From an optimization exercise on the open Yosys and OpenROAD flow, aimed at small area, a short achievable clock period and few clock cycles per item; shortcuts taken in it are not production practice. RTL that was checked went through simulation tests only; none was proved equivalent to the original. Only the layout flow was run in runs 5 and 6; the RTL was not checked for function there. Power figures rest on the tool's default switching activity, not on a simulated workload.

==> flow/run.sh <==
#!/bin/bash
# synth_recipe.tcl (not shown) runs the flow's synth.tcl, then flattens the netlist and writes it again
# the make line also repeats each setting of config.mk as NAME=value (left out here)
make -C /OpenROAD-flow-scripts/flow DESIGN_CONFIG=/design/flow/config.mk WORK_HOME=/design/flow/orfs CLKGATE_MAP_FILE= SYNTH_SCRIPT=/design/flow/synth_recipe.tcl finish
==> flow/config.mk <==
export PLATFORM = sky130hd
export DESIGN_NAME = lru_recency_list
export DESIGN_NICKNAME = lru_recency_list
export VERILOG_FILES = /design/flow/design.v
export SDC_FILE = /design/flow/constraint.sdc
export NUM_CORES = 4
export LEC_CHECK = 0
export ABC_AREA = 1
export CAP_MARGIN = 5
export CORE_MARGIN = 2
export CORE_UTILIZATION = 60
export CTS_CLUSTER_DIAMETER = 100
export CTS_CLUSTER_SIZE = 24
export PLACE_DENSITY = 0.75
export SETUP_SLACK_MARGIN = 3.55
export SLEW_MARGIN = 5
export TNS_END_PERCENT = 5
==> flow/constraint.sdc <==
create_clock -name core_clock -period 6.0 [get_ports {clk}]
set_input_delay 1.2000 -clock core_clock [delete_from_list [all_inputs] [get_ports {clk}]]
set_output_delay 1.2000 -clock core_clock [all_outputs]
set_load 0.01 [all_outputs]
==> flow/design.v <==
package lrl_pkg;
  localparam int KEY_W = 32;
  localparam int OP_W  = 2;
  localparam int OCC_W = 5;
  localparam int CAP_W = 5;
  localparam logic [CAP_W-1:0] CAP_RESET = 5'd16;
  localparam logic [OP_W-1:0] OP_INSERT = 2'd0;
  localparam logic [OP_W-1:0] OP_REMOVE = 2'd1;
  localparam logic [OP_W-1:0] OP_USE    = 2'd2;
  localparam logic [OP_W-1:0] OP_FIND   = 2'd3;
endpackage
module lrl_cell
(
  input  logic                      clk,
  input  logic                      shift,
  input  logic [lrl_pkg::KEY_W-1:0] left_i,
  input  logic [lrl_pkg::KEY_W-1:0] cmp_key,
  output logic                      match_o,
  output logic [lrl_pkg::KEY_W-1:0] entry_o
);
  logic [lrl_pkg::KEY_W-1:0] entry_r;
  always_ff @(posedge clk) begin
    if (shift) begin
      entry_r <= left_i;
    end
  end
  assign match_o = (entry_r == cmp_key);
  assign entry_o = entry_r;
endmodule
module lru_recency_list
#(
  parameter int DEPTH = 16
) (
  input  logic             clk,
  input  logic             rst_n,
  input  logic             cfg_wr_en,
  input  logic [lrl_pkg::CAP_W-1:0] cfg_wr_data,
  input  logic             in_tvalid,
  output logic             in_tready,
  input  logic [39:0]      in_tdata,
  output logic             out_tvalid,
  input  logic             out_tready,
  output logic [7:0]       out_tdata
);
  localparam int KW = lrl_pkg::KEY_W;
  localparam int CW = $clog2(DEPTH + 1);
  logic [lrl_pkg::CAP_W-1:0] cap_r;
  logic [lrl_pkg::OP_W-1:0]  in_op;
  logic [KW-1:0]             in_key;
  logic                      v2;
  logic [lrl_pkg::OP_W-1:0]  op2;
  logic [KW-1:0]             key2;
  logic [CW-1:0]             c2;
  logic [DEPTH-1:0]          m2;
  logic                      evict;
  logic [DEPTH-1:0]          vld;
  logic [CW-1:0]             cnt;
  logic                      pend;
  logic [DEPTH-1:0]          dups;
  logic                      blk2;
  logic                      ready_r;
  logic                      fv0, fv1;
  logic [5:0]                fd0, fd1;
  logic [CW-1:0] cap_eff;
  always_comb begin
    if (cap_r == '0) begin
      cap_eff = CW'(1);
    end else if (CW'(cap_r) > CW'(DEPTH)) begin
      cap_eff = CW'(DEPTH);
    end else begin
      cap_eff = CW'(cap_r);
    end
  end
  logic [KW-1:0]    entries [DEPTH];
  logic [DEPTH-1:0] cmp;
  logic [DEPTH-1:0] sel;
  logic             eq12;
  generate
    for (genvar i = 0; i < DEPTH; i++) begin : g_cell
      lrl_cell u_cell (
        .clk     (clk),
        .shift   (sel[i]),
        .left_i  ((i == 0) ? key2 : entries[(i == 0) ? 0 : i - 1]),
        .cmp_key (in_key),
        .match_o (cmp[i]),
        .entry_o (entries[i])
      );
    end
  endgenerate
  assign in_op  = in_tdata[1:0];
  assign in_key = in_tdata[33:2];
  assign eq12   = (in_key == key2);
  logic [DEPTH-1:0] mv, pre, first, extra, pfx_v, sfx_v, pre_d, first_d, drop;
  logic             any, two, dnz, fire, adv2;
  logic             is_ins, is_rem, is_use;
  assign mv = m2 & vld;
  always_comb begin
    pre[0]   = 1'b0;
    pre_d[0] = 1'b0;
    pfx_v[0] = 1'b1;
    for (int i = 1; i < DEPTH; i++) begin
      pre[i]   = pre[i-1] | mv[i-1];
      pre_d[i] = pre_d[i-1] | dups[i-1];
      pfx_v[i] = pfx_v[i-1] & vld[i-1];
    end
    sfx_v[DEPTH-1] = vld[DEPTH-1];
    for (int i = DEPTH - 2; i >= 0; i--) begin
      sfx_v[i] = sfx_v[i+1] | vld[i];
    end
  end
  assign any     = |mv;
  assign first   = mv & ~pre;
  assign extra   = mv & pre;
  assign two     = |extra;
  assign first_d = dups & ~pre_d;
  assign dnz     = |dups;
  assign is_ins = (op2 == lrl_pkg::OP_INSERT);
  assign is_rem = (op2 == lrl_pkg::OP_REMOVE);
  assign is_use = (op2 == lrl_pkg::OP_USE);
  assign fire = v2 && !blk2;
  assign adv2 = ready_r;
  always_comb begin
    for (int i = 0; i < DEPTH; i++) begin
      sel[i]  = fire && ((is_ins && (evict ? sfx_v[i] : pfx_v[i])) ||
                         (is_use && any && !pre[i]));
      drop[i] = (fire && is_rem && first[i]) || (pend && first_d[i]);
    end
  end
  logic          inc, dec;
  logic [CW-1:0] cnt_nxt;
  logic [CW-1:0] c_nxt;
  logic          evict_nxt;
  logic          flag;
  logic          push;
  logic [5:0]    push_d;
  assign inc = fire && is_ins && !evict;
  assign dec = (fire && is_rem && any) || (pend && dnz);
  always_comb begin
    if (inc) begin
      cnt_nxt = cnt + CW'(1);
    end else if (dec) begin
      cnt_nxt = cnt - CW'(1);
    end else begin
      cnt_nxt = cnt;
    end
  end
  assign c_nxt = adv2 ? cap_eff : c2;
  always_comb begin
    if (inc) begin
      evict_nxt = ({1'b0, cnt} + (CW+1)'(1)) >= {1'b0, c_nxt};
    end else if (dec) begin
      evict_nxt = {1'b0, cnt} >= ({1'b0, c_nxt} + (CW+1)'(1));
    end else begin
      evict_nxt = cnt >= c_nxt;
    end
  end
  assign flag = is_ins ? evict : any;
  assign push   = (fire && !(is_use && two)) || (pend && !dnz);
  assign push_d = {lrl_pkg::OCC_W'(cnt_nxt), pend ? 1'b1 : flag};
  logic pop;
  logic fv0_n, fv1_n, full_n;
  logic v2_n, pend_n, blk2_n;
  assign pop = fv0 && out_tready;
  always_comb begin
    fv0_n = fv0;
    fv1_n = fv1;
    if (fv0 && !pop) begin
      if (!fv1 && push) fv1_n = 1'b1;
    end else if (fv1) begin
      fv0_n = 1'b1;
      fv1_n = push;
    end else begin
      fv0_n = push;
      fv1_n = 1'b0;
    end
  end
  assign full_n = (fv0 && !pop) || fv1;
  always_ff @(posedge clk) begin
    if (fv0 && !pop) begin
      if (!fv1) fd1 <= push_d;
    end else if (fv1) begin
      fd0 <= fd1;
      fd1 <= push_d;
    end else begin
      fd0 <= push_d;
    end
  end
  assign v2_n      = adv2 ? in_tvalid : v2;
  assign blk2_n    = pend_n || full_n;
  assign pend_n    = (fire && is_use && two) || (pend && dnz);
  always_ff @(posedge clk) begin
    if (!rst_n) begin
      cap_r   <= lrl_pkg::CAP_RESET;
      v2      <= 1'b0;
      vld     <= '0;
      cnt     <= '0;
      evict   <= 1'b0;
      pend    <= 1'b0;
      blk2    <= 1'b0;
      ready_r <= 1'b1;
      fv0     <= 1'b0;
      fv1     <= 1'b0;
    end else begin
      if (cfg_wr_en) begin
        cap_r <= cfg_wr_data;
      end
      v2      <= v2_n;
      for (int i = 0; i < DEPTH; i++) begin
        if (sel[i]) begin
          vld[i] <= (i == 0) ? 1'b1 : vld[(i == 0) ? 0 : i - 1];
        end else if (drop[i]) begin
          vld[i] <= 1'b0;
        end
      end
      cnt     <= cnt_nxt;
      evict   <= evict_nxt;
      pend    <= pend_n;
      blk2    <= blk2_n;
      ready_r <= !v2_n || !blk2_n;
      fv0     <= fv0_n;
      fv1     <= fv1_n;
    end
  end
  always_ff @(posedge clk) begin
    if (fire && is_use) begin
      dups <= extra;
    end else begin
      dups <= dups & ~first_d;
    end
  end
  always_ff @(posedge clk) begin
    if (adv2) begin
      op2  <= in_op;
      key2 <= in_key;
      c2   <= cap_eff;
      for (int i = 0; i < DEPTH; i++) begin
        m2[i] <= sel[i] ? ((i == 0) ? eq12 : cmp[(i == 0) ? 0 : i - 1]) : cmp[i];
      end
    end
  end
  assign in_tready  = ready_r;
  assign out_tvalid = fv0;
  assign out_tdata  = {2'b00, fd0};
endmodule
==> flow_summary_export.csv, run 1 <==
group,metric,value,unit
final_layout,final_common_cell,"edfxtp_1",
setup_path,worstPathArrival,3.02,ns
setup_path,crit_chain,"dlygate4sd2_1, buf_12, buf_4, xor2_1, nor4_1, nand4_1, nor3_4, nand2_1, nand2_1",
synth,synth_ff_type,"edfxtp_1",
clock_network,cts_buffers,30,
sta,period_minus_slack,2.53,ns
sta,rsz0062_at_grt,"true",
floorplan,chipWidth,220,um
detailed_routing,avgViaCountPerCell,5.79,
final_layout,fin_nets,2357,
clock_network,cts_tree,"yes",
synth,syn_avg_cell_area,12.9,um^2
floorplan,die_area,0.0483,mm^2
detailed_routing,remaining_drc_errors,0,
setup_path,cp_slowest_stage_delay,0.31,ns
global_routing,antenna_found_initial,0,
power,switching_share,22.4,%
setup_path,crit_type,"primary input to flip-flop",
power,p_switching,1.73,mW
detailed_routing,wl_per_cell,22.0,um
global_routing,grt-ovfl-total,0,
setup_path,path_max_fanout,6,
job,maxCapViolCount,0,
clock_network,clk-insertion-delay-late,0.65,ns
clock_network,path_clk_slew,0.10,ns
placed_design,place_area,0.0292,mm^2
synth,yosysUniqueCellTypes,59,
detailed_routing,ant_nets,0,
synth,async_reset_ff_share,0,%
floorplan,start_util,60.3,%
power,p_leak,11.1,nW
synth,synth-edff-count,574,
clock_network,cts_hold_buf,0,
floorplan,core-area,0.0463,mm^2
final_layout,final_cell_mix,"edfxtp_1, xnor2_1, nand2_1, xor2_1, inv_1",
floorplan,num_rows,79,
clock_network,htreeDepth,1,
detailed_routing,via_count,16800,
synth,synth.yosys.seq_area_share,65.6,%
sta,fin_setup_tns,0,ns
global_routing,grt_max_degree,36,
detailed_routing,dr.pass1.iters,5,
sta,setup_viol,0,
outcome,outcome,"finished clean",
setup_path,slowest_stage,"nor4_1",
sta,finalCritPeriodShare,42.1,%
power,clockPowerShare,30.0,%
final_layout,antenna_cells,0,
setup_path,start_kind,"primary input",
sta,skew,0.0435,ns
setup_path,worstPathRequired,6.50,ns
clock_network,clock-root-buffer,"clkbuf_16",
placed_design,io_buffers,51,
floorplan,die_height,220,um
min_path,hold_path_class,"flip-flop to flip-flop",
global_routing,gr-usage-all-layers,26.8,%
sta,hold_viol_final,0,
power,combPwrFrac,7.9,%
placed_design,post-dp-hpwl,44.3,mm
final_layout,drive_gt1_share,15.0,%
sta,slew_headroom,57.9,%
global_routing,grt_pass1_wl,96.2,mm
power,peakVddDrop,272,uV
synth,synth_area,0.0279,mm^2
setup_path,cp_common_cell,"nand2_1",
floorplan,io_pins,60,
sta,fmax,0.396,GHz
placed_design,gp_congestion,0.922,
setup_path,crit_family,"simple AND/OR/NAND/NOR gates",
detailed_routing,drt_wl_total,64.0,mm
clock_network,cts_sinks,627,
power,p_int,6.00,mW
sta,tightestPinTransition,0.628,ns
sta,drv_slew,0,
synth,synth_seq_cells,627,
global_routing,grt_pass1_vias,16800,
power,powerDensity,244,mW/mm^2
final_layout,area_growth,13.4,%
power,power_frac_seq,62.0,%
final_layout,design_area,0.0316,mm^2
setup_path,cp-end-kind,"flip-flop",
clock_network,clockBufferDepth,3,
setup_path,crit_buf_inv,3,
synth,syn_inst,2164,
synth,synth_warnings,3,
detailed_routing,drt_first_iter_violations,1474,
flip-flops by register name (all words and copies together), names as in the netlist, 2 cells and up:
name                   count
fd0                        6
key2                      32
vld                       16
dups                      15
fd1                        6
cap_r                      5
m2                        16
cnt                        5
op2                        2
c2                         5
g_cell.u_cell.entry_r    512
layout make-up:
| class | count | area [um^2] |
|---|---|---|
| flip-flops and latches | 627 | 18300 |
| inverters | 151 | 626 |
| repair inverters | 3 | 16.3 |
| clock buffers | 38 | 781 |
| repair buffers | 168 | 1880 |
| fillers | 3191 | 14600 |
| clock inverters | 3 | 80.1 |
| well taps | 607 | 759 |
| multi-input cells | 1307 | 9200 |
final timing paths:
check	from	to	slack (ns)	depth (start not counted)
max	in_tdata[14]	m2[6]	3.47	9
min	g_cell[7].u_cell.entry_r[9]	g_cell[8].u_cell.entry_r[9]	0.46	0
max reg2reg	evict	g_cell[0].u_cell.entry_r[18]	3.49	12
min reg2reg	g_cell[7].u_cell.entry_r[9]	g_cell[8].u_cell.entry_r[9]	0.46	0
cells in the mapped netlist (3+ instances only):
library cell / number / area [um^2]
a211oi_1: 5 / 37.5
a21oi_1: 24 / 120
a221oi_1: 12 / 105
a31oi_1: 8 / 50.1
buf_1: 7 / 26.3
buf_2: 40 / 200
clkbuf_1: 30 / 113
clkinv_1: 3 / 11.3
dfxtp_1: 53 / 1060
edfxtp_1: 574 / 17200
ha_1: 19 / 238
inv_1: 141 / 529
inv_2: 7 / 26.3
nand2_1: 227 / 852
nand2_2: 7 / 43.8
nand3_1: 71 / 355
nand3_2: 4 / 40.0
nand4_1: 100 / 626
nor2_1: 91 / 342
nor2_2: 8 / 50.1
nor2_4: 6 / 67.6
nor3_1: 15 / 75.1
nor3b_1: 4 / 30.0
nor4_1: 63 / 394
nor4b_1: 4 / 35.0
o211ai_1: 4 / 30.0
o21ai_0: 50 / 250
o21ai_1: 8 / 40.0
o21ai_2: 9 / 78.8
o22ai_1: 20 / 125
or2_2: 44 / 275
xnor2_1: 251 / 2200
xor2_1: 220 / 1930
stage by stage:
step / utilization, % / power [mW] / hold WS (ns) / std cells / setup WS, ns
6_report: 68.4 / 7.74 / 0.464 / 2904 / 3.47
5_1_grt: 68.4 / 7.94 / 0.482 / 2904 / 3.29
4_1_cts: 68.3 / 7.76 / 0.457 / 2904 / 3.29
3_5_place_dp: 63.2 / 5.40 / 0.434 / 2787 / 1.73
3_3_place_gp: 63.2 / 5.38 / 0.430 / 2787 / 1.77
2_1_floorplan: - / 5.25 / 0.426 / 2165 / 3.48
cell families (layout without fill, tap and decap cells):
group	Yosys count	after routing	share of synthesized area, %
other	1	2	0.0134
xor gates and xnor gates	472	472	14.8
buffers and inverters	231	363	3.34
adders and majority gates	19	19	0.852
and+or+nand+nor	654	654	11.8
AOI/OAI and AO/OA	160	160	3.63
DFF	627	627	65.6
worst register-to-register path, cell delays in order (launching register included):
cell and delay, ns:
dfxtp_2 0.43, nand4_1 0.18, nor2_2 0.19, nand4_1 0.15, nor2_2 0.16, nand4_1 0.18, nor2_2 0.20, nand4_1 0.10
nand2_1 0.07, nand2_1 0.08, nand2_2 0.16, inv_1 0.07, buf_4 0.27
repair_timing:
| action | CTS | global route |
|---|---|---|
| gates cloned | 9 | 0 |
| gates resized for setup | 281 | 14 |
| buffers inserted | 67 | 0 |
| pin swaps | 38 | 0 |
| endpoints found under the setup margin | 497 | 523 |
power groups by stage:
stage	logic, mW	registers [mW]	clock network (mW)
5_1_grt	0.658	4.81	2.48
4_1_cts	0.609	4.80	2.35
6_report	0.614	4.80	2.32
2_1_floorplan	0.354	4.89	0
3_3_place_gp	0.482	4.90	0
3_5_place_dp	0.498	4.90	0
per-layer routing:
layer / routed length [um] / global-route usage, % / vias up / share of wire, %
met4: 2490 / 9.40 / 0 / 3.9
li1: - / - / 7833 / -
met5: 0 / 0 / - / 0
met1: 24400 / 32.9 / 8379 / 38
met3: 3250 / 2.90 / 119 / 5.1
met2: 33800 / 49.0 / 481 / 53
Testbench counts, summed over its fixed seeds: cycles 24,016, items 24,000.
==> inputs of run 2 (changes only) <==
==> flow/config.mk (replaced) <==
export PLATFORM = sky130hd
export DESIGN_NAME = lru_recency_list
export DESIGN_NICKNAME = lru_recency_list
export VERILOG_FILES = /design/flow/design.v
export SDC_FILE = /design/flow/constraint.sdc
export NUM_CORES = 4
export LEC_CHECK = 0
export ABC_AREA = 1
export CAP_MARGIN = 20
export CORE_MARGIN = 2
export CORE_UTILIZATION = 50
export CTS_CLUSTER_DIAMETER = 80
export CTS_CLUSTER_SIZE = 20
export PLACE_DENSITY = 0.65
export SETUP_SLACK_MARGIN = 3.5
export SLEW_MARGIN = 20
export TNS_END_PERCENT = 5
==> run 2 against run 1 <==
  * Clock skew is 0.0085 ns lower
  * Power grew 5.5%
  * Sequential power is essentially flat
  * Largest cell class unchanged
  * Flip-flop and latch count unchanged
  * Worst hold slack got worse by 0.0072 ns
  * Critical endpoint is now out_tvalid
  * Combinational power shrank 0.8%
  * Core utilization is 9.9 points lower
  * Critical path depth is 8 lower
  * Still clean
  * Die area is 20% higher
  * Worst setup slack got worse by 0.13 ns
  * Wire length is 1.5% higher
==> flow_summary_export.csv, run 2 <==
group,metric,value,unit
outcome,outcome,"finished clean",
final_layout,drive_gt1_share,16.3,%
global_routing,gr-usage-all-layers,22.9,%
synth,syn_avg_cell_area,12.9,um^2
sta,setup_ws,3.35,ns
global_routing,grt_pass1_vias,16600,
floorplan,chipWidth,240,um
detailed_routing,drt_first_iter_violations,1303,
synth,yosysUniqueCellTypes,59,
clock_network,htreeDepth,2,
power,peakVddDrop,218,uV
sta,fin_setup_tns,0,ns
detailed_routing,remaining_drc_errors,0,
final_layout,area_growth,15.4,%
final_layout,top_register,"g_cell.u_cell.entry_r",
setup_path,path_max_fanout,2,
clock_network,cts_hold_buf,0,
setup_path,r2r_start,"vld[13]",
global_routing,grt_max_degree,36,
synth,synthTopCellsByCount,"edfxtp_1, xnor2_1, nand2_1",
job,maxCapViolCount,0,
placed_design,dp_slack,1.53,ns
sta,tightestPinTransition,0.724,ns
floorplan,core-area,0.0551,mm^2
floorplan,io_pins,60,
setup_path,worstPathRequired,4.80,ns
clock_network,cts_tree,"yes",
floorplan,start_util,50.7,%
placed_design,io_buffers,51,
synth,synth_seq_cells,627,
final_layout,antenna_cells,0,
detailed_routing,via_count,16600,
setup_path,crit_start,"fv0",
setup_path,crit_chain,"clkdlybuf4s50_1",
floorplan,die_height,240,um
sta,finalCritPeriodShare,44.2,%
placed_design,gp_congestion,0.889,
detailed_routing,drt_wl_total,64.9,mm
sta,slew_headroom,51.3,%
global_routing,grt-ovfl-total,0,
final_layout,reg_top3,"g_cell.u_cell.entry_r (512), key2 (32)",
clock_network,clk-insertion-delay-late,0.59,ns
min_path,hold_path_class,"flip-flop to flip-flop",
synth,async_reset_ff_share,0,%
clock_network,cts_sinks,627,
clock_network,cts_buffers,39,
sta,whs,0.457,ns
setup_path,slowest_stage,"clkdlybuf4s50_1",
placed_design,numPlacedInstances,2929,
setup_path,crit_buf_inv,1,
clock_network,clockBufferDepth,3,
power,finalPower,8.16,mW
synth,synth.area.top_cells,"edfxtp_1, xnor2_1, xor2_1, dfxtp_1, nand2_1",
sta,period_minus_slack,2.65,ns
final_layout,stdcell_count,3058,
synth,synth.yosys.seq_area_share,65.6,%
final_layout,fin_nets,2366,
final_layout,largest_reg_flops,512,
power,p_leak,11.2,nW
clock_network,path_clk_slew,0.08,ns
global_routing,antenna_found_initial,1,
final_layout,final_cell_mix,"edfxtp_1, xnor2_1, nand2_1, xor2_1, inv_1",
synth,synth-edff-count,574,
sta,skew,0.0351,ns
detailed_routing,ant_nets,0,
synth,synth_top_area_share,61.8,%
setup_path,worstPathArrival,1.45,ns
synth,synth_ff_type,"edfxtp_1",
detailed_routing,wl_per_cell,21.2,um
setup_path,crit_type,"flip-flop to primary output",
synth,synth_area,0.0279,mm^2
sta,rsz0062_at_grt,"true",
min_path,hold_path_startpoint,"g_cell[6].u_cell.entry_r[15]",
floorplan,die_area,0.0577,mm^2
synth,synthMostInstantiatedCell,"edfxtp_1",
setup_path,cp_slowest_stage_delay,0.54,ns
detailed_routing,dr.pass1.iters,5,
detailed_routing,avgViaCountPerCell,5.42,
placed_design,post-dp-hpwl,45.3,mm
synth,syn_inst,2164,
setup_path,start_kind,"flip-flop",
sta,fmax,0.377,GHz
power,powerDensity,253,mW/mm^2
synth,synth_warnings,3,
sta,drv_slew,0,
sta,hold_viol_final,0,
global_routing,grt_pass1_wl,97.6,mm
synth,yosys.area.top_type,"edfxtp_1",
floorplan,num_rows,86,
sta,setup_viol,0,
final_layout,final_common_cell,"edfxtp_1",
clock_network,clock-root-buffer,"clkbuf_16",
setup_path,crit_family,"buffers and inverters",
setup_path,cp-end-kind,"primary output",
==> run 2: cell families (layout without fill, tap and decap cells) <==
kind of cell | Yosys count | count (layout) | synth area share (%)
fa+ha+maj | 19 | 19 | 0.852
compound gates | 160 | 161 | 3.63
buf+inv | 231 | 375 | 3.34
xor+xnor | 472 | 472 | 14.8
simple gates | 654 | 654 | 11.8
other cells | 1 | 2 | 0.0134
flops | 627 | 627 | 65.6
==> run 2: metrics by stage <==
step / cell area [um^2] / util, %
after floorplan: 28100 / -
final: 32200 / 58.5
after global placement: 29400 / 53.4
after global routing: 32200 / 58.5
after detailed placement: 29400 / 53.4
after CTS: 32100 / 58.2
==> run 2: power breakdown <==
group / switching [mW] / internal, mW
Sequential: 0.0338 / 4.76
Clock: 1.44 / 1.32
Combinational: 0.351 / 0.259
==> run 2: path summary, 6_finish.rpt <==
path                                                endpoint  slack [ns]  cells past startpoint
worst max-delay path                              out_tvalid        3.35                      1
worst min-delay path            g_cell[7].u_cell.entry_r[15]        0.46                      0
worst max register to register  g_cell[0].u_cell.entry_r[13]        3.41                     13
worst min register to register  g_cell[7].u_cell.entry_r[15]        0.46                      0
==> run 2: area by class of cell <==
| cell class | count | area, um^2 |
|---|---|---|
| repair buffers | 169 | 1900 |
| inverters | 151 | 614 |
| well taps | 748 | 936 |
| clock inverters | 9 | 144 |
| fillers | 4395 | 22900 |
| multi-input cells | 1308 | 9290 |
| clock buffers | 45 | 1020 |
| repair inverters | 1 | 7.51 |
| flip-flops and latches | 627 | 18300 |
==> run 2: routing by layer <==
layer	track usage, %	wire (um)	part of all wire, %	up-vias
met3	2.74	3320	5.1	99
li1	-	-	-	7865
met2	40.7	33500	52	398
met5	0	0	0	-
met1	28.9	25900	40	8213
met4	8.28	2220	3.4	0
==> run 2: what timing repair did <==
action | in CTS | in global routing
hold endpoints to repair | 0 | 0
cloned | 7 | 2
setup buffers | 62 | 4
resized for setup | 299 | 25
setup endpoints to repair | 560 | 567
pin swaps | 47 | 7
==> inputs of run 3 (changes only) <==
--- a/flow/config.mk
+++ b/flow/config.mk
@@ -12,6 +12,6 @@
 export CTS_CLUSTER_DIAMETER = 80
 export CTS_CLUSTER_SIZE = 20
 export PLACE_DENSITY = 0.65
-export SETUP_SLACK_MARGIN = 3.5
+export SETUP_SLACK_MARGIN = 3.6
 export SLEW_MARGIN = 20
 export TNS_END_PERCENT = 5
==> run 3 against run 2 <==
  * Still clean on timing, DRC and antenna
  * Clock skew up 0.0098 ns
  * Fmax up 3.2%
  * Die area unchanged
  * Synthesized area unchanged
  * Worst hold slack worse by 0.00066 ns
  * Sequential power about the same
  * Via count up 1.3%
  * Register-to-register slack better by 0.05 ns
==> flow_summary_export.csv, run 3 <==
group,metric,value,unit
outcome,outcome,"finished clean",
setup_path,worstPathRequired,6.44,ns
setup_path,r2r_start,"vld[15]",
power,powerDensity,250,mW/mm^2
final_layout,largest_reg_flops,512,
setup_path,crit_family,"simple AND/OR/NAND/NOR gates",
sta,finalCritPeriodShare,42.8,%
synth,synthSimpleGateAreaFrac,11.8,%
sta,period_minus_slack,2.57,ns
detailed_routing,via_count,16800,
sta,skew,0.0448,ns
clock_network,cts_buffers,39,
synth,syn_inst,2164,
power,peakVddDrop,206,uV
synth,synth_seq_cells,627,
clock_network,clk-insertion-delay-late,0.60,ns
final_layout,final_common_cell,"edfxtp_1",
synth,async_reset_ff_share,0,%
floorplan,num_rows,86,
job,maxCapViolCount,0,
synth,synth.yosys.seq_area_share,65.6,%
sta,drv_slew,0,
synth,synth_xor_area_share,14.8,%
global_routing,gr-usage-all-layers,23.4,%
setup_path,crit_start,"in_tdata[11]",
setup_path,crit_type,"primary input to flip-flop",
final_layout,nFillCells,4364,
synth,yosys.area.top_type,"edfxtp_1",
setup_path,crit_chain,"buf_6, buf_12, clkinvlp_4, buf_6, or2_4, nand4_1, a211oi_4, nand3_2, nor4b_4, nand2_1, nand2_1",
setup_path,slowest_stage,"nor4b_4",
detailed_routing,drt_first_iter_violations,1431,
floorplan,core-area,0.0551,mm^2
setup_path,cp-end-kind,"flip-flop",
sta,setup_ws,3.43,ns
sta,rsz0062_at_grt,"true",
final_layout,fin_nets,2378,
final_layout,area_growth,16.1,%
floorplan,chipWidth,240,um
placed_design,io_buffers,51,
global_routing,antenna_found_initial,1,
floorplan,die_area,0.0577,mm^2
clock_network,clock-root-buffer,"clkbuf_16",
min_path,hold_path_startpoint,"g_cell[11].u_cell.entry_r[26]",
synth,synth-edff-count,574,
synth,synthMostInstantiatedCell,"edfxtp_1",
sta,fin_setup_tns,0,ns
synth,synth_ff_type,"edfxtp_1",
global_routing,grt_pass1_wl,100,mm
floorplan,start_util,50.7,%
setup_path,path_max_fanout,4,
placed_design,dp_slack,1.70,ns
detailed_routing,wl_per_cell,21.5,um
clock_network,clockBufferDepth,3,
detailed_routing,avgViaCountPerCell,5.46,
placed_design,post-dp-hpwl,45.9,mm
global_routing,grt_pass1_vias,17100,
setup_path,cp_slowest_stage_delay,0.43,ns
sta,setup_viol,0,
clock_network,cts_hold_buf,0,
final_layout,final_cell_mix,"edfxtp_1, xnor2_1, nand2_1, xor2_1, inv_1",
sta,fmax,0.389,GHz
floorplan,io_pins,60,
sta,hold_viol_final,0,
clock_network,path_clk_slew,0.08,ns
detailed_routing,ant_nets,0,
floorplan,die_height,240,um
synth,synth_area,0.0279,mm^2
clock_network,cts_sinks,627,
synth,yosysUniqueCellTypes,59,
synth,synth_warnings,3,
setup_path,crit_buf_inv,4,
final_layout,reg_top3,"g_cell.u_cell.entry_r (512), key2 (32)",
min_path,hold_path_class,"flip-flop to flip-flop",
final_layout,top_register,"g_cell.u_cell.entry_r",
synth,synthAdderAreaFrac,0.852,%
sta,tightestPinTransition,0.699,ns
synth,synth_compound_area_share,3.63,%
detailed_routing,remaining_drc_errors,0,
synth,synth_top_family_by_area,"XOR/XNOR gates",
synth,synth_top_area_share,61.8,%
clock_network,cts_tree,"yes",
synth,synth.area.top_cells,"edfxtp_1, xnor2_1, xor2_1, dfxtp_1, nand2_1",
placed_design,gp_congestion,0.890,
global_routing,grt-ovfl-total,0,
clock_network,htreeDepth,2,
setup_path,worstPathArrival,3.01,ns
setup_path,start_kind,"primary input",
sta,slew_headroom,53.1,%
power,p_leak,11.3,nW
synth,muxShareOfSynthArea,0,%
detailed_routing,dr.pass1.iters,8,
synth,syn_avg_cell_area,12.9,um^2
final_layout,drive_gt1_share,17.2,%
detailed_routing,drt_wl_total,66.2,mm
synth,synthTopCellsByCount,"edfxtp_1, xnor2_1, nand2_1",
global_routing,grt_max_degree,36,
[run 3: cell type report]
cell class                 count  area [um^2]  area share (%)
antenna                        2         5.00          0.0154
timing repair buffer         178         2010            6.19
timing repair inverter         5         36.3           0.112
clock buffer                  45         1020            3.15
sequential                   627        18300            56.5
tap                          748          936            2.89
clock inverter                10         93.8           0.290
inverter                     151          669            2.07
multi-input combinational   1307         9330            28.8
[run 3: final timing paths]
kind	end	slack (ns)	cells after the start
worst max-delay path	m2[9]	3.43	11
worst min-delay path	g_cell[12].u_cell.entry_r[26]	0.46	0
worst max register to register	m2[1]	3.46	15
worst min register to register	g_cell[12].u_cell.entry_r[26]	0.46	0
[run 3: cells by family (layout without fill, tap and decap cells)]
group / count (synthesis) / in the layout
buffers and inverters: 231 / 389
and+or+nand+nor: 654 / 654
DFF: 627 / 627
AOI/OAI and AO/OA: 160 / 160
other: 1 / 4
adders and majority gates: 19 / 19
xor gates and xnor gates: 472 / 472
[run 3: what timing repair did]
action                     in CTS  in global routing
gates resized for setup       368                 42
setup endpoints to repair     533                570
setup buffers                  62                  9
cloned                          9                  2
pin swaps                      51                 13
[run 3: metrics by stage]
| stage | std cells | hold slack [ns] | cell area [um^2] | total power [mW] | utilization [%] |
|---|---|---|---|---|---|
| finish | 3073 | 0.457 | 32400 | 8.09 | 58.8 |
| floorplan | 2165 | 0.426 | 28300 | 5.25 | - |
| detailed placement | 2934 | 0.435 | 29500 | 5.41 | 53.5 |
| global placement | 2934 | 0.437 | 29500 | 5.40 | 53.5 |
| global route | 3071 | 0.474 | 32400 | 8.36 | 58.8 |
| CTS | 3060 | 0.455 | 32200 | 8.15 | 58.4 |
[run 3: power by group]
part           switching [mW]  internal (mW)  total, mW
Clock                    1.44           1.23       2.67
Combinational           0.359          0.263      0.622
Sequential             0.0335           4.76       4.80
Total                    1.83           6.26       8.09
[run 3: metal layers]
layer / vias up / global-route usage, % / routed length [um]
li1: 7880 / - / -
met1: 8294 / 29.9 / 26700
met2: 497 / 41.2 / 33700
met3: 112 / 2.48 / 3550
met4: 0 / 8.51 / 2230
met5: - / 0 / 0
==> inputs of run 4 (changes only) <==
--- a/flow/config.mk
+++ b/flow/config.mk
@@ -12,6 +12,5 @@
 export CTS_CLUSTER_DIAMETER = 80
 export CTS_CLUSTER_SIZE = 20
 export PLACE_DENSITY = 0.65
-export SETUP_SLACK_MARGIN = 3.6
+export SETUP_SLACK_MARGIN = 3.55
 export SLEW_MARGIN = 20
-export TNS_END_PERCENT = 5
==> run 4 against run 3 <==
  * Largest power group unchanged
  * Cell count increased by 0.78%
  * Highest routed layer unchanged
  * Still clean on timing, DRC and antenna
  * Synthesized area is the same
  * Die area unchanged
  * Flip-flop and latch count did not move
==> flow_summary_export.csv, run 4 <==
group,metric,value,unit
final_layout,final_common_cell,"edfxtp_1",
setup_path,path_max_fanout,7,
job,maxCapViolCount,0,
clock_network,clock-root-buffer,"clkbuf_16",
setup_path,start_kind,"primary input",
min_path,hold_path_class,"flip-flop to flip-flop",
placed_design,post-dp-hpwl,46.3,mm
sta,drv_slew,0,
final_layout,area_growth,17.6,%
power,switching_share,22.8,%
sta,period_minus_slack,2.46,ns
synth,synth.area.top_cells,"edfxtp_1, xnor2_1, xor2_1, dfxtp_1, nand2_1",
sta,skew,0.0346,ns
clock_network,clockBufferDepth,3,
detailed_routing,drt_first_iter_violations,1416,
synth,synth.yosys.seq_area_share,65.6,%
synth,synth_ff_type,"edfxtp_1",
power,peakVddDrop,190,uV
setup_path,cp-end-kind,"flip-flop",
power,clockPowerShare,33.1,%
synth,async_reset_ff_share,0,%
clock_network,path_clk_slew,0.08,ns
final_layout,drive_gt1_share,20.3,%
global_routing,antenna_found_initial,0,
floorplan,chipWidth,240,um
placed_design,dp_slack,1.60,ns
synth,synth-edff-count,574,
clock_network,cts_sinks,627,
outcome,outcome,"finished clean",
setup_path,worstPathRequired,6.44,ns
sta,tightestPinTransition,0.815,ns
final_layout,final_cell_mix,"edfxtp_1, xnor2_1, xor2_1, nand2_1, inv_1",
setup_path,rrSetupSlack,3.57,ns
power,p_switching,1.85,mW
global_routing,grt_max_degree,36,
power,powerDensity,247,mW/mm^2
detailed_routing,wl_per_cell,22.0,um
global_routing,grt_pass1_wl,100,mm
detailed_routing,ant_nets,0,
clock_network,clk-insertion-delay-late,0.60,ns
clock_network,htreeDepth,2,
synth,synth_area,0.0279,mm^2
placed_design,io_buffers,51,
setup_path,worstPathArrival,2.91,ns
sta,setup_ws,3.54,ns
global_routing,gr-usage-all-layers,23.4,%
synth,yosys.area.top_type,"edfxtp_1",
final_layout,reg_top3,"g_cell.u_cell.entry_r (512), key2 (32)",
global_routing,grt_pass1_vias,17000,
sta,setup_viol,0,
detailed_routing,remaining_drc_errors,0,
synth,synth_top_area_share,61.8,%
floorplan,num_rows,86,
global_routing,grt-ovfl-total,0,
sta,rsz0062_at_grt,"true",
synth,yosysUniqueCellTypes,59,
floorplan,io_pins,60,
floorplan,die_height,240,um
power,p_int,6.26,mW
synth,syn_avg_cell_area,12.9,um^2
clock_network,cts_hold_buf,0,
floorplan,start_util,50.7,%
detailed_routing,dr.pass1.iters,11,
setup_path,crit_type,"primary input to flip-flop",
floorplan,die_area,0.0577,mm^2
clock_network,cts_tree,"yes",
sta,hold_viol_final,0,
sta,fin_setup_tns,0,ns
sta,finalCritPeriodShare,41.1,%
final_layout,top_register,"g_cell.u_cell.entry_r",
detailed_routing,drt_wl_total,68.1,mm
power,p_leak,11.4,nW
synth,synth_seq_cells,627,
power,combPwrFrac,7.8,%
synth,syn_inst,2164,
final_layout,fin_nets,2404,
power,power_frac_seq,59.1,%
detailed_routing,via_count,17000,
power,finalPower,8.11,mW
sta,fmax,0.406,GHz
synth,synthTopCellsByCount,"edfxtp_1, xnor2_1, nand2_1",
final_layout,largest_reg_flops,512,
final_layout,nFillCells,4386,
final_layout,antenna_cells,0,
detailed_routing,avgViaCountPerCell,5.50,
sta,slew_headroom,45.5,%
clock_network,cts_buffers,39,
floorplan,core-area,0.0551,mm^2
synth,synth_warnings,3,
placed_design,gp_congestion,0.878,
synth,synthMostInstantiatedCell,"edfxtp_1",
-- run 4: worst paths after layout --
check,start,end,depth (start not counted)
worst max-delay path,in_tdata[21],m2[0],9
worst max register to register,m2[2],g_cell[14].u_cell.entry_r[26],14
worst min-delay path,g_cell[6].u_cell.entry_r[15],g_cell[7].u_cell.entry_r[15],0
worst min register to register,g_cell[6].u_cell.entry_r[15],g_cell[7].u_cell.entry_r[15],0
-- run 4: stage by stage --
| stage | area [um^2] | hold WS, ns | instances | utilization, % |
|---|---|---|---|---|
| after global placement | 29400 | 0.445 | 2928 | 53.4 |
| after global routing | 32800 | 0.468 | 3097 | 59.6 |
| final | 32800 | 0.461 | 3097 | 59.6 |
| after CTS | 32000 | 0.464 | 3065 | 58.1 |
| after floorplan | 28300 | 0.426 | 2165 | - |
| after detailed placement | 29400 | 0.445 | 2928 | 53.4 |
-- run 4: area by class of cell --
class / instances / area, um^2 / share of cell area [%]
Sequential cell: 627 / 18300 / 55.8
Timing Repair inverter: 8 / 61.3 / 0.187
Timing Repair Buffer: 200 / 2140 / 6.52
Clock buffer: 46 / 1020 / 3.12
Inverter: 151 / 702 / 2.14
Clock inverter: 9 / 100 / 0.305
Tap cell: 748 / 936 / 2.85
Multi-Input combinational cell: 1308 / 9540 / 29.1
-- run 4: what timing repair did --
action	CTS	global route
gates resized for setup	339	144
setup endpoints to repair	532	563
setup buffers	75	26
pin swaps	56	71
gates cloned	7	6
-- run 4: metal layers --
| metal | track usage (%) | share of wire [%] | up-vias |
|---|---|---|---|
| met5 | 0 | 0 | - |
| met3 | 2.34 | 5.2 | 105 |
| met4 | 8.85 | 3.4 | 0 |
| li1 | - | - | 7937 |
| met2 | 41.2 | 51 | 494 |
| met1 | 30.0 | 40 | 8486 |
-- run 4: kinds of logic (layout without fill, tap and decap cells) --
group                      after synthesis  count (layout)  share of synthesized area, %
and+or+nand+nor                        654             654                          11.8
buffers and inverters                  231             414                          3.34
other                                    1               2                        0.0134
AOI/OAI and AO/OA                      160             161                          3.63
xor gates and xnor gates               472             472                          14.8
adders and majority gates               19              19                         0.852
DFF                                    627             627                          65.6
-- run 4: power by group through the flow --
stage / Combinational, mW / Sequential [mW] / Clock [mW]
2_1_floorplan: 0.364 / 4.89 / 0
6_report: 0.630 / 4.80 / 2.69
5_1_grt: 0.679 / 4.80 / 2.88
3_5_place_dp: 0.512 / 4.90 / 0
4_1_cts: 0.591 / 4.80 / 2.74
3_3_place_gp: 0.503 / 4.90 / 0
-- run 4: critical path, stage by stage --
cell and delay (ns):
dlygate4sd2_1 0.26, buf_12 0.16, buf_6 0.13, xor2_1 0.16, nor4_2 0.31, nand4_1 0.29, nor2_4 0.25, nand3_2 0.08
nand2_1 0.07
==> inputs of run 5 (changes only) <==
--- a/flow/design.v
+++ b/flow/design.v
@@ -90,22 +90,26 @@
   assign in_op  = in_tdata[1:0];
   assign in_key = in_tdata[33:2];
   assign eq12   = (in_key == key2);
-  logic [DEPTH-1:0] mv, pre, first, extra, pfx_v, sfx_v, pre_d, first_d, drop;
+  logic [DEPTH-1:0] mv, pre, first, extra, pre_d, first_d, drop;
   logic             any, two, dnz, fire, adv2;
   logic             is_ins, is_rem, is_use;
+  logic [DEPTH-1:0] pfx_v, sfx_v;
+  logic [DEPTH-1:0] pfx2, sfx2, lastv;
   assign mv = m2 & vld;
   always_comb begin
     pre[0]   = 1'b0;
     pre_d[0] = 1'b0;
-    pfx_v[0] = 1'b1;
+    pfx2[0]  = 1'b1;
     for (int i = 1; i < DEPTH; i++) begin
       pre[i]   = pre[i-1] | mv[i-1];
       pre_d[i] = pre_d[i-1] | dups[i-1];
-      pfx_v[i] = pfx_v[i-1] & vld[i-1];
-    end
-    sfx_v[DEPTH-1] = vld[DEPTH-1];
+      pfx2[i]  = pfx2[i-1] & (vld[i-1] | pfx_v[i-1]);
+    end
+    lastv[DEPTH-1] = vld[DEPTH-1];
+    sfx2[DEPTH-1]  = 1'b0;
     for (int i = DEPTH - 2; i >= 0; i--) begin
-      sfx_v[i] = sfx_v[i+1] | vld[i];
+      lastv[i] = vld[i] && !sfx_v[i+1];
+      sfx2[i]  = sfx2[i+1] | (vld[i] & sfx_v[i+1]);
     end
   end
   assign any     = |mv;
@@ -126,6 +130,42 @@
       drop[i] = (fire && is_rem && first[i]) || (pend && first_d[i]);
     end
   end
+  logic [DEPTH-1:0] pfx_nxt, sfx_nxt, pa, pb, sa, sb;
+  logic             rem_last, pend_last;
+  assign rem_last  = |(first & lastv);
+  assign pend_last = |(first_d & lastv);
+  always_comb begin
+    pb = pfx_v;
+    sb = sfx_v;
+    if (fire && is_ins && !evict) begin
+      pb = pfx2;
+      sb = sfx_v | pfx_v;
+    end else if (fire && is_ins && evict) begin
+      for (int i = 1; i < DEPTH; i++) begin
+        pb[i] = pfx_v[i-1] && sfx_v[i-1];
+        sb[i] = sfx2[i-1];
+      end
+      sb[0] = 1'b1;
+    end else if (fire && is_rem && any) begin
+      pb = pfx_v & ~pre;
+      sb = rem_last ? sfx2 : sfx_v;
+    end else if (pend && dnz) begin
+      pb = pfx_v & ~pre_d;
+      sb = pend_last ? sfx2 : sfx_v;
+    end
+    pa[0] = 1'b1;
+    sa[0] = 1'b1;
+    for (int i = 1; i < DEPTH; i++) begin
+      pa[i] = is_ins ? pb[i] : pfx_v[i-1];
+      sa[i] = is_ins ? sb[i] : sfx2[i-1];
+    end
+    pfx_nxt[0] = 1'b1;
+    sfx_nxt[0] = sel[0] ? sa[0] : sb[0];
+    for (int i = 1; i < DEPTH; i++) begin
+      pfx_nxt[i] = sel[i-1] ? pa[i] : pb[i];
+      sfx_nxt[i] = sel[i] ? sa[i] : sb[i];
+    end
+  end
   logic          inc, dec;
   logic [CW-1:0] cnt_nxt;
   logic [CW-1:0] c_nxt;
@@ -193,6 +233,8 @@
       cap_r   <= lrl_pkg::CAP_RESET;
       v2      <= 1'b0;
       vld     <= '0;
+      pfx_v   <= {{(DEPTH-1){1'b0}}, 1'b1};
+      sfx_v   <= '0;
       cnt     <= '0;
       evict   <= 1'b0;
       pend    <= 1'b0;
@@ -212,6 +254,8 @@
           vld[i] <= 1'b0;
         end
       end
+      pfx_v   <= pfx_nxt;
+      sfx_v   <= sfx_nxt;
       cnt     <= cnt_nxt;
       evict   <= evict_nxt;
       pend    <= pend_n;
--- a/flow/config.mk
+++ b/flow/config.mk
@@ -8,9 +8,9 @@
 export ABC_AREA = 1
 export CAP_MARGIN = 20
 export CORE_MARGIN = 2
-export CORE_UTILIZATION = 50
-export CTS_CLUSTER_DIAMETER = 80
-export CTS_CLUSTER_SIZE = 20
-export PLACE_DENSITY = 0.65
-export SETUP_SLACK_MARGIN = 3.55
+export CORE_UTILIZATION = 60
+export CTS_CLUSTER_DIAMETER = 100
+export CTS_CLUSTER_SIZE = 24
+export PLACE_DENSITY = 0.75
+export SETUP_SLACK_MARGIN = 3.65
 export SLEW_MARGIN = 20
==> run 5 against run 4 <==
  * Register-to-register slack got worse by 0.10 ns
  * Synthesized cell count rose by 23%
  * Wire length rose by 42%
  * Combinational power rose by 14%
  * Critical path depth rose by 5
  * Core utilization rose by 18 points
  * Non-clock buffer count rose by 235
  * Clock-buffer cell count fell by 4
  * Clock power fell by about 10%
  * Synthesized area rose by 9.9%
  * Flip-flop and latch count rose by 31
  * Critical endpoint is now fd0[3]
  * Largest power group unchanged
==> flow_summary_export.csv, run 5 <==
group,metric,value,unit
floorplan,die_height,230,um
setup_path,crit_start,"v2",
synth,yosys.area.top_type,"edfxtp_1",
sta,hold_viol_final,0,
setup_path,crit_path_end,"fd0[3]",
synth,synthTopCellsByCount,"edfxtp_1, nand2_1, xor2_1",
final_layout,top_register,"g_cell.u_cell.entry_r",
detailed_routing,met3_wirelength,10.7,mm
min_path,hold_path_class,"flip-flop to flip-flop",
floorplan,num_rows,82,
power,switching_share,23.3,%
synth,synth_seq_cells,658,
final_layout,antenna_cells,0,
detailed_routing,drt_wl_total,96.8,mm
sta,whs,0.459,ns
final_layout,fin_nets,3107,
placed_design,io_buffers,51,
setup_path,r2r-end,"fd0[3]",
setup_path,crit_chain,"inv_2, nor2_4, inv_2, buf_6, nor3_4, buf_6, clkinv_8, nor2_4, inv_8, nand2_8, nand2_4, xnor2_2, mux2i_2, o21ai_1",
synth,synth.yosys.seq_area_share,61.7,%
setup_path,crit_cells,14,
clock_network,path_clk_slew,0.11,ns
final_layout,reg_top3,"g_cell.u_cell.entry_r (512), key2 (32)",
setup_path,worstPathRequired,6.42,ns
sta,rsz0062_at_grt,"true",
setup_path,path_max_fanout,7,
synth,synth_area,0.0307,mm^2
placed_design,gp_congestion,0.973,
setup_path,ff2ff_path_depth,14,
power,p_switching,1.89,mW
final_layout,largest_reg_flops,512,
global_routing,grt-ovfl-total,0,
floorplan,core-area,0.0503,mm^2
final_layout,final_common_cell,"edfxtp_1",
final_layout,final_cell_mix,"edfxtp_1, nand2_1, xor2_1, buf_4, inv_1",
sta,period_minus_slack,2.53,ns
synth,synth_warnings,3,
detailed_routing,remaining_drc_errors,0,
synth,synth.area.top_cells,"edfxtp_1, xor2_1, dfxtp_1, xnor2_1, nand2_1",
setup_path,slowest_stage,"dfxtp_2",
synth,synth_top_area_share,56.2,%
global_routing,gr-usage-all-layers,33.1,%
setup_path,crit_buf_inv,6,
synth,synth-edff-count,574,
detailed_routing,wl_met1,32.8,mm
setup_path,crit_family,"simple AND/OR/NAND/NOR gates",
clock_network,cts_buffers,31,
sta,finalCritPeriodShare,42.2,%
synth,syn_avg_cell_area,11.5,um^2
detailed_routing,drt_first_iter_violations,3120,
clock_network,cts_tree,"yes",
power,peakVddDrop,306,uV
sta,tightestPinTransition,0.727,ns
clock_network,clockBufferDepth,3,
power,powerDensity,206,mW/mm^2
synth,async_reset_ff_share,0,%
power,power_frac_seq,61.3,%
outcome,outcome,"finished clean",
setup_path,rrSetupSlack,3.47,ns
power,clockPowerShare,29.8,%
detailed_routing,wl_met2,46.6,mm
setup_path,r2r_start,"v2",
floorplan,start_util,61.0,%
detailed_routing,via_count,23700,
global_routing,grt_pass1_vias,22200,
synth,synthMostInstantiatedCell,"edfxtp_1",
detailed_routing,highest_layer,"met4",
final_layout,drive_gt1_share,29.0,%
floorplan,chipWidth,230,um
clock_network,clock-root-buffer,"clkbuf_16",
detailed_routing,ant_nets,0,
setup_path,crit_type,"flip-flop to flip-flop",
power,p_leak,14.6,nW
sta,fin_setup_tns,0,ns
global_routing,grt_pass1_wl,131,mm
setup_path,cp_slowest_stage_delay,0.34,ns
final_layout,area_growth,27.9,%
global_routing,grt_max_degree,52,
sta,skew,0.0194,ns
clock_network,clk-insertion-delay-late,0.67,ns
synth,yosysUniqueCellTypes,60,
setup_path,start_kind,"flip-flop",
clock_network,htreeDepth,1,
setup_path,cp-end-kind,"flip-flop",
placed_design,post-dp-hpwl,55.8,mm
detailed_routing,wl_per_cell,26.0,um
detailed_routing,dr.pass1.iters,7,
power,p_int,6.21,mW
job,maxCapViolCount,0,
clock_network,cts_sinks,658,
sta,drv_slew,0,
sta,setup_viol,0,
floorplan,io_pins,60,
final_layout,nFillCells,2785,
power,combPwrFrac,8.9,%
sta,fmax,0.395,GHz
setup_path,worstPathArrival,2.95,ns
floorplan,die_area,0.0529,mm^2
synth,syn_inst,2658,
synth,synth_ff_type,"edfxtp_1",
sta,slew_headroom,51.0,%
global_routing,antenna_found_initial,0,
detailed_routing,avgViaCountPerCell,6.37,
run 5: cell types whose count changed in the layout (fill, tap and decap cells not counted), sizes merged, moves of 36 or more:
| cell | previous run | this run |
|---|---|---|
| a21oi | 27 | 63 |
| buf | 166 | 391 |
| inv | 138 | 228 |
| nand2 | 236 | 349 |
| nand3 | 76 | 136 |
| nor2 | 105 | 166 |
| o21ai | 68 | 110 |
| xnor2 | 251 | 143 |
| xor2 | 221 | 257 |
run 5: power groups by stage:
stage | Clock [mW] | Sequential [mW] | Combinational, mW
4_1_cts | 2.37 | 4.96 | 0.629
5_1_grt | 2.56 | 4.97 | 0.747
6_report | 2.42 | 4.97 | 0.719
3_5_place_dp | 0 | 5.07 | 0.485
2_1_floorplan | 0 | 5.07 | 0.340
3_3_place_gp | 0 | 5.07 | 0.472
run 5: per-stage QoR:
stage	worst slack (ns)	instance area (um^2)	util (%)	power, mW	cells
after floorplan	2.44	31300	-	5.41	2659
after global placement	1.77	32100	63.9	5.54	3331
after detailed placement	1.73	32100	63.9	5.55	3331
after CTS	3.53	36500	72.7	7.96	3580
after global routing	3.38	39200	78.0	8.27	3721
final	3.47	39200	78.0	8.10	3721
run 5: worst min-delay path by stage:
stage,from,end,slack (ns),cells after the start
floorplan,key2[24],g_cell[0].u_cell.entry_r[24],0.43,0
global placement,key2[28],g_cell[0].u_cell.entry_r[28],0.43,0
detailed placement,g_cell[11].u_cell.entry_r[15],g_cell[12].u_cell.entry_r[15],0.43,0
CTS,g_cell[11].u_cell.entry_r[15],g_cell[12].u_cell.entry_r[15],0.46,0
global route,g_cell[2].u_cell.entry_r[26],g_cell[3].u_cell.entry_r[26],0.47,0
finish,g_cell[3].u_cell.entry_r[3],g_cell[4].u_cell.entry_r[3],0.46,0
run 5: metal layers:
layer  up-vias  track usage (%)
li1      10200                -
met1     11400             42.5
met2      1697             54.2
met3       450             4.15
met4         0             20.0
met5         -                0
run 5: cells by family (layout without fill, tap and decap cells):
group,count (synthesis),count (layout),synth area share [%]
AO/OA/AOI/OAI,348,349,7.23
XOR/XNOR,400,400,11.4
adder cells (fa/ha/maj),19,19,0.775
buffers and inverters,349,728,4.50
flip-flops,658,658,61.7
multiplexers,4,4,0.143
other,1,2,0.0122
AND/OR/NAND/NOR,879,889,14.2
run 5: cell type report:
class | count | area [um^2] | share of cell area [%]
inverters | 244 | 1110 | 2.83
multi-input cells | 1663 | 12300 | 31.3
clock buffers | 42 | 827 | 2.11
well taps | 672 | 841 | 2.14
repair buffers | 435 | 5130 | 13.1
clock inverters | 2 | 36.3 | 0.0925
repair inverters | 5 | 46.3 | 0.118
flip-flops and latches | 658 | 19000 | 48.3
run 5: what timing repair did:
action                     in CTS  in global routing
hold buffers                    0                  0
pin swaps                     103                129
cloned                         34                 24
setup buffers                 171                117
setup endpoints to repair     604                490
resized for setup             511                299
==> inputs of run 6 (changes only) <==
--- a/flow/config.mk
+++ b/flow/config.mk
@@ -12,5 +12,5 @@
 export CTS_CLUSTER_DIAMETER = 100
 export CTS_CLUSTER_SIZE = 24
 export PLACE_DENSITY = 0.75
-export SETUP_SLACK_MARGIN = 3.65
+export SETUP_SLACK_MARGIN = 3.5
 export SLEW_MARGIN = 20
==> run 6 against run 5 <==
  * Still clean
  * Worst setup slack got worse by 0.0068 ns
  * Register-to-register slack is essentially flat
  * Combinational power decreased by 13%
  * First-iteration DRC count decreased by 12%
  * Critical path depth is the same
  * Worst hold slack lost 0.010 ns
  * Clock power decreased by 2%
  * Core utilization shrank 5.2 points
  * Synthesized area did not move
  * Die area is the same
  * Power fell by 1.6%
  * Cell count decreased by 3.8%
==> flow_summary_export.csv, run 6 <==
group,metric,value,unit
synth,syn_avg_cell_area,11.5,um^2
setup_path,crit_start,"v2",
setup_path,r2r_start,"v2",
clock_network,clock-root-buffer,"clkbuf_16",
synth,yosysUniqueCellTypes,60,
final_layout,top_register,"g_cell.u_cell.entry_r",
power,powerDensity,218,mW/mm^2
sta,slew_headroom,52.3,%
setup_path,path_max_fanout,25,
setup_path,cp_slowest_stage_delay,0.34,ns
sta,finalCritPeriodShare,42.3,%
clock_network,cts_buffers,31,
sta,skew,0.0382,ns
final_layout,reg_top3,"g_cell.u_cell.entry_r (512), key2 (32)",
placed_design,numPlacedInstances,3330,
outcome,outcome,"finished clean",
detailed_routing,wl_per_cell,24.7,um
clock_network,path_clk_slew,0.10,ns
setup_path,r2r-end,"g_cell[6].u_cell.entry_r[7]",
final_layout,final_common_cell,"edfxtp_1",
synth,syn_inst,2658,
floorplan,start_util,61.0,%
setup_path,crit_type,"flip-flop to flip-flop",
detailed_routing,avgViaCountPerCell,6.22,
floorplan,core-area,0.0503,mm^2
clock_network,clk-insertion-delay-late,0.66,ns
global_routing,grt-ovfl-total,0,
setup_path,start_kind,"flip-flop",
final_layout,final_cell_mix,"edfxtp_1, nand2_1, xor2_1, inv_1, buf_4",
sta,tightestPinTransition,0.716,ns
global_routing,grt_pass1_wl,124,mm
setup_path,worstPathArrival,2.92,ns
placed_design,gp_congestion,0.980,
synth,synth.yosys.seq_area_share,61.7,%
sta,whs,0.448,ns
sta,hold_viol_final,0,
setup_path,cp-end-kind,"flip-flop",
synth,synth_area,0.0307,mm^2
global_routing,grt_max_degree,46,
floorplan,chipWidth,230,um
clock_network,clockBufferDepth,3,
synth,async_reset_ff_share,0,%
synth,synthMostInstantiatedCell,"edfxtp_1",
setup_path,worstPathRequired,6.38,ns
synth,synthTopCellsByCount,"edfxtp_1, nand2_1, xor2_1",
final_layout,fin_nets,2965,
global_routing,gr-usage-all-layers,31.2,%
detailed_routing,drt_wl_total,88.5,mm
setup_path,crit_chain,"inv_2, nor2_4, inv_2, nor3_2, buf_6, inv_6, nor2_4, clkinv_4, buf_12, nor2_1, inv_2, o211ai_1, buf_4, clkbuf_16",
synth,synth_seq_cells,658,
sta,rsz0062_at_grt,"true",
synth,synth-edff-count,574,
setup_path,cp_common_cell,"inv_2",
final_layout,stdcell_count,3579,
synth,synth_warnings,3,
setup_path,ff2ff_path_depth,14,
detailed_routing,drt_first_iter_violations,2749,
min_path,hold_path_class,"flip-flop to flip-flop",
synth,yosys.area.top_type,"edfxtp_1",
global_routing,grt_pass1_vias,21600,
power,peakVddDrop,241,uV
clock_network,cts_hold_buf,0,
sta,fin_setup_tns,0,ns
floorplan,io_pins,60,
power,finalPower,7.97,mW
power,p_leak,13.4,nW
floorplan,die_area,0.0529,mm^2
final_layout,drive_gt1_share,21.9,%
sta,setup_viol,0,
setup_path,slowest_stage,"dfxtp_1",
global_routing,antenna_found_initial,1,
detailed_routing,ant_nets,0,
sta,drv_slew,0,
sta,period_minus_slack,2.54,ns
floorplan,num_rows,82,
synth,synth_ff_type,"edfxtp_1",
placed_design,io_buffers,51,
detailed_routing,remaining_drc_errors,0,
final_layout,antenna_cells,0,
setup_path,crit_path_end,"g_cell[6].u_cell.entry_r[7]",
clock_network,htreeDepth,1,
job,maxCapViolCount,0,
clock_network,cts_sinks,658,
floorplan,die_height,230,um
placed_design,post-dp-hpwl,56.5,mm
sta,fmax,0.394,GHz
final_layout,largest_reg_flops,512,
synth,synth.area.top_cells,"edfxtp_1, xor2_1, dfxtp_1, xnor2_1, nand2_1",
detailed_routing,dr.pass1.iters,6,
detailed_routing,via_count,22300,
sta,setup_ws,3.46,ns
setup_path,rrSetupSlack,3.46,ns
final_layout,area_growth,19.4,%
placed_design,dp_slack,1.71,ns
clock_network,cts_tree,"yes",
synth,synth_top_area_share,56.2,%
[run 6: cell types whose count changed in the layout (fill, tap and decap cells not counted), sizes merged, moves of 2 or more]
| cell | before | now |
|---|---|---|
| buf | 391 | 242 |
| bufbuf | 8 | 6 |
| clkbuf | 63 | 61 |
| clkdlybuf4s15 | 3 | 9 |
| clkinv | 12 | 9 |
| dlygate4sd2 | 1 | 7 |
| inv | 228 | 230 |
| nand2 | 349 | 345 |
[run 6: layer usage]
| layer | GRT usage [%] | share of wire [%] | up-vias |
|---|---|---|---|
| met3 | 4.51 | 8.9 | 241 |
| li1 | - | - | 9915 |
| met1 | 40.0 | 36 | 10900 |
| met5 | 0 | 0.012 | - |
| met4 | 14.3 | 5.0 | 2 |
| met2 | 52.9 | 50 | 1250 |
[run 6: worst max-delay path: cells and delay by family, from the launching register on]
| family | cells | cell delay, ns |
|---|---|---|
| buffers and inverters | 9 | 1.13 |
| AND/OR/NAND/NOR | 4 | 0.62 |
| flip-flops | 1 | 0.34 |
| AO/OA/AOI/OAI | 1 | 0.16 |
[run 6: how the worst min path moves through the flow]
stage	startpoint	end	slack [ns]	cells past startpoint
after floorplan	key2[24]	g_cell[0].u_cell.entry_r[24]	0.43	0
after global placement	key2[24]	g_cell[0].u_cell.entry_r[24]	0.43	0
after detailed placement	g_cell[11].u_cell.entry_r[15]	g_cell[12].u_cell.entry_r[15]	0.43	0
after CTS	g_cell[11].u_cell.entry_r[15]	g_cell[12].u_cell.entry_r[15]	0.46	0
after global routing	g_cell[11].u_cell.entry_r[15]	g_cell[12].u_cell.entry_r[15]	0.46	0
final	g_cell[0].u_cell.entry_r[25]	g_cell[1].u_cell.entry_r[25]	0.45	0
[run 6: where the power goes]
part	total (mW)	internal, mW	switching [mW]	leakage, nW
sequential	4.97	4.94	0.0239	5.97
clock	2.37	0.960	1.41	0.412
combinational	0.627	0.250	0.377	7.00
total	7.97	6.15	1.82	13.4
[run 6: cell families after synthesis]
family,Yosys count,share of synthesized area (%)
and+or+nand+nor,879,14.2
DFF,658,61.7
xor gates and xnor gates,400,11.4
buffers and inverters,349,4.50
AOI/OAI and AO/OA,348,7.23
adders and majority gates,19,0.775
muxes,4,0.143
other,1,0.0122
[run 6: stage by stage]
stage,utilization (%),instance area [um^2]
4_1_cts,69.6,35000
6_report,72.8,36600
5_1_grt,72.8,36600
3_3_place_gp,63.8,32100
2_1_floorplan,-,31100
3_5_place_dp,63.8,32100
[run 6: repair_timing]
item                                    in CTS  in global routing
setup buffers                               88                 87
endpoints found under the hold margin        0                  0
gates cloned                                17                 13
gates resized for setup                    319                196
endpoints found under the setup margin     602                515
pin swaps                                   48                 65
[run 6: cell type report]
type | instances | area, um^2
multi-input combinational | 1661 | 11700
fill | 3248 | 13700
clock inverter | 3 | 37.5
inverter | 244 | 1030
clock buffer | 41 | 813
timing repair buffer | 296 | 3240
timing repair inverter | 4 | 23.8
tap | 672 | 841
sequential | 658 | 18900

## port drivers added, routing unchanged
No port has a modelled driver above. Below, the same layouts with a new extraction and two added sets of constraints. Step 1, drivers: a clkbuf_16 drives clk and a buf_2 each remaining input, both assumed. Step 2 moves the port delays by t, midway between the first and last clock arrival at a register: inputs arrive t later, outputs are due t later. That takes back most of the time a late clock gives input paths. a / b / c = no drivers / after step 1 / after step 2; a / b = the first two.
| run | t, ns | setup WS [ns] | worst setup path after step 2 | clock arrival spread, ns | worst slew at a driven data input, ns |
|---|---|---|---|---|---|
| run 1 | 0.684 | 3.473 / 3.460 / 2.813 | input to register | 0.044 / 0.045 | 0.05 |
| run 2 | 0.641 | 3.348 / 3.282 / 2.824 | input to register | 0.035 / 0.035 | 0.05 |
| run 3 | 0.635 | 3.429 / 3.459 / 2.825 | input to register | 0.044 / 0.045 | 0.08 |
| run 4 | 0.643 | 3.536 / 3.514 / 2.939 | input to register | 0.035 / 0.035 | 0.04 |
| run 5 | 0.722 | 3.470 / 3.454 / 2.820 | input to register | 0.020 / 0.019 | 0.07 |
| run 6 | 0.700 | 3.463 / 3.460 / 2.817 | input to register | 0.038 / 0.038 | 0.05 |
After both steps every run listed still meets setup and hold. The setup slack of run 1, which loses most, moves by -0.013 ns with the drivers and by -0.660 ns with both steps.
